Context: an optimization exercise on an open-source flow, tuned for small area, a short achievable clock period and few clock cycles. The choices shown serve that exercise and are no tape-out recipe.
The RTL was checked by simulation tests, not by an equivalence proof against the original design.

== run A ==
Design crc_codeword_stream_checker, start of the top module:
module crc_codeword_stream_checker #(
  parameter int MAX_DEGREE  = 16,
  parameter int COUNT_WIDTH = 16
) (
  input  logic                 clk_i,
  input  logic                 rst_ni,
  input  logic                 push,
  output logic                 full,
  input  logic [8:0]           in_data_i,
  output logic                 empty,
  input  logic                 pop,
  output logic [42:0]          out_data_o,
  input  logic                 cfg_we_i,
  input  logic [1:0]           cfg_index_i,
  input  logic [16:0]          cfg_data_i
);
  logic [15:0] gen_q;
  logic [3:0]  degm1_q;    
  logic        dw8_q;
  logic [3:0]  len_wr;
  always_comb begin
    if (cfg_data_i[4:0] < 5'd2)       len_wr = 4'd0;
    else if (cfg_data_i[4:0] > 5'd17) len_wr = 4'd15;
    else                              len_wr = 4'(cfg_data_i[4:0] - 5'd2);
  end
  always_ff @(posedge clk_i or negedge rst_ni) begin
    if (!rst_ni) begin
      gen_q   <= 16'd7;
      degm1_q <= 4'd1;
      dw8_q   <= 1'b0;
    end else if (cfg_we_i) begin
      case (cfg_index_i)
        2'd0: gen_q   <= cfg_data_i[15:0];
        2'd1: degm1_q <= len_wr;
        2'd2: dw8_q   <= cfg_data_i[0];
        default: ;
      endcase
    end
  end
  logic [4:0]  size_q;
  logic [15:0] gen_al_q;   
  always_ff @(posedge clk_i) begin
    size_q   <= {1'b0, degm1_q} + (dw8_q ? 5'd9 : 5'd5);
    gen_al_q <= gen_q << (4'd15 - degm1_q);
  end
  logic       in_v_q;
  logic [8:0] in_q;
  logic       fin_q;       
  logic       hdr_q;       
  logic [7:0] l_q;         
  logic [3:0] dl_q;        
  logic       dm_q;        
  logic [7:0] isd_q;       
  logic       e2_q;        
  logic [15:0] r_q;        
  logic [7:0] w_q;         
  logic       e_q;         
  logic [7:0]  byte_i;
  logic [15:0] r;
  logic [7:0]  fb;
  assign byte_i = in_q[8:1];
  always_comb begin
    r = r_q;
    for (int t = 0; t < 8; t++) begin
      fb[t] = byte_i[7 - t] ^ r[15];
  ...
Size: ~1400 cells after synthesis, roughly 78 I/O pins, roughly 0.012 mm^2 of cells after synthesis.
clock: 22.0 ns
lec_check: 0
cap_margin: 20
core_margin: 2
core_utilization: 40
cts_buf_list: sky130_fd_sc_hd__clkbuf_8
slew_margin: 20
standard.sh (not shown) runs the stock make flow with config.mk's settings and CLKGATE_MAP_FILE= SYNTH_SCRIPT=/design/flow/synth_recipe.tcl, a recipe that flattens the netlist after the stock synthesis.
==> flow/flow/run.sh <==
#!/bin/bash
# Standard layout, with plain buffers (instead of delay cells) on the ports.
export BUFFER_PORTS_ARGS="-buffer_cell sky130_fd_sc_hd__buf_2"
bash standard.sh > standard.log 2>&1
Run A: no failed stages, no open violations at the end
Testbench counts of run A, summed over its fixed seeds: cycles 6,315.
Edits applied to the flow inputs when going from run A to run B:
--- a/flow/config.mk
+++ b/flow/config.mk
@@ -10 +10 @@
-export CORE_UTILIZATION = 40
+export CORE_UTILIZATION = 65
--- outcome ---
The final period utilization was comparable across run A and run B.
Between run B and run A, the worst path arrival time does not differ in any meaningful way.
Summary of run B over run A: die area down about 38%, setup slack went down.
Run B vs run A: final cell count without fillers down by a little under 10%
Number of synthesized register bits: run A vs run B identical
Here is what was changed in the inputs of run C compared with run B.
==> flow/flow/run.sh <==
#!/bin/bash
# Standard layout, with plain buffers (instead of delay cells) on the ports, and timing
# repair asked to reach more setup slack than the period needs.
export BUFFER_PORTS_ARGS="-buffer_cell sky130_fd_sc_hd__buf_2"
export SETUP_SLACK_MARGIN=16.8
bash standard.sh > standard.log 2>&1
Results
On cell count, the higher figure sits with run C, not run B.
Changes observed in run C relative to run B: total count of hold-check failures in the final report essentially unchanged; count of multi-input gates essentially unchanged; routability congestion estimate from global placement decreased about 0.4%.
Total routed wire length on the met1 layer: run C and run B compared, lower one is run B
Looking at setup slack, run C sits 43 ps above run B.
Measured against run C, the first-iteration DRC count of run B comes out at 1.12 times the reference value.
Against run B as the reference, run C delivers a higher largest net degree at the start of global routing.

==> re-timing with driven ports <==
The flow's constraints put no driver on any port. The routed layouts listed below were extracted and timed again, unchanged, in two steps. Step 1, drivers: a clkbuf_16 drives clk_i and a buf_2 each remaining input, both assumed. Step 2 also shifts input and output timing later by t, the mid clock arrival at the registers, as if the neighbouring blocks saw the same clock. Three values: ideal, step 1, step 2; two values: the first two.
run | t (ns) | setup slack, ns | latest minus earliest clock arrival (ns) | slew at the worst register clock pin (ns)
run A | 0.501 | 16.272 / 16.226 / 16.268 | 0.019 / 0.020 | 0.10 / 0.10
run B | 0.506 | 16.256 / 16.212 / 16.277 | 0.019 / 0.019 | 0.09 / 0.09
run C | 0.504 | 16.298 / 16.256 / 16.536 | 0.015 / 0.015 | 0.10 / 0.10
After both steps every run listed still meets setup and hold. The setup slack of run A, which loses most, moves by -0.046 ns with the drivers and by -0.004 ns with both steps.
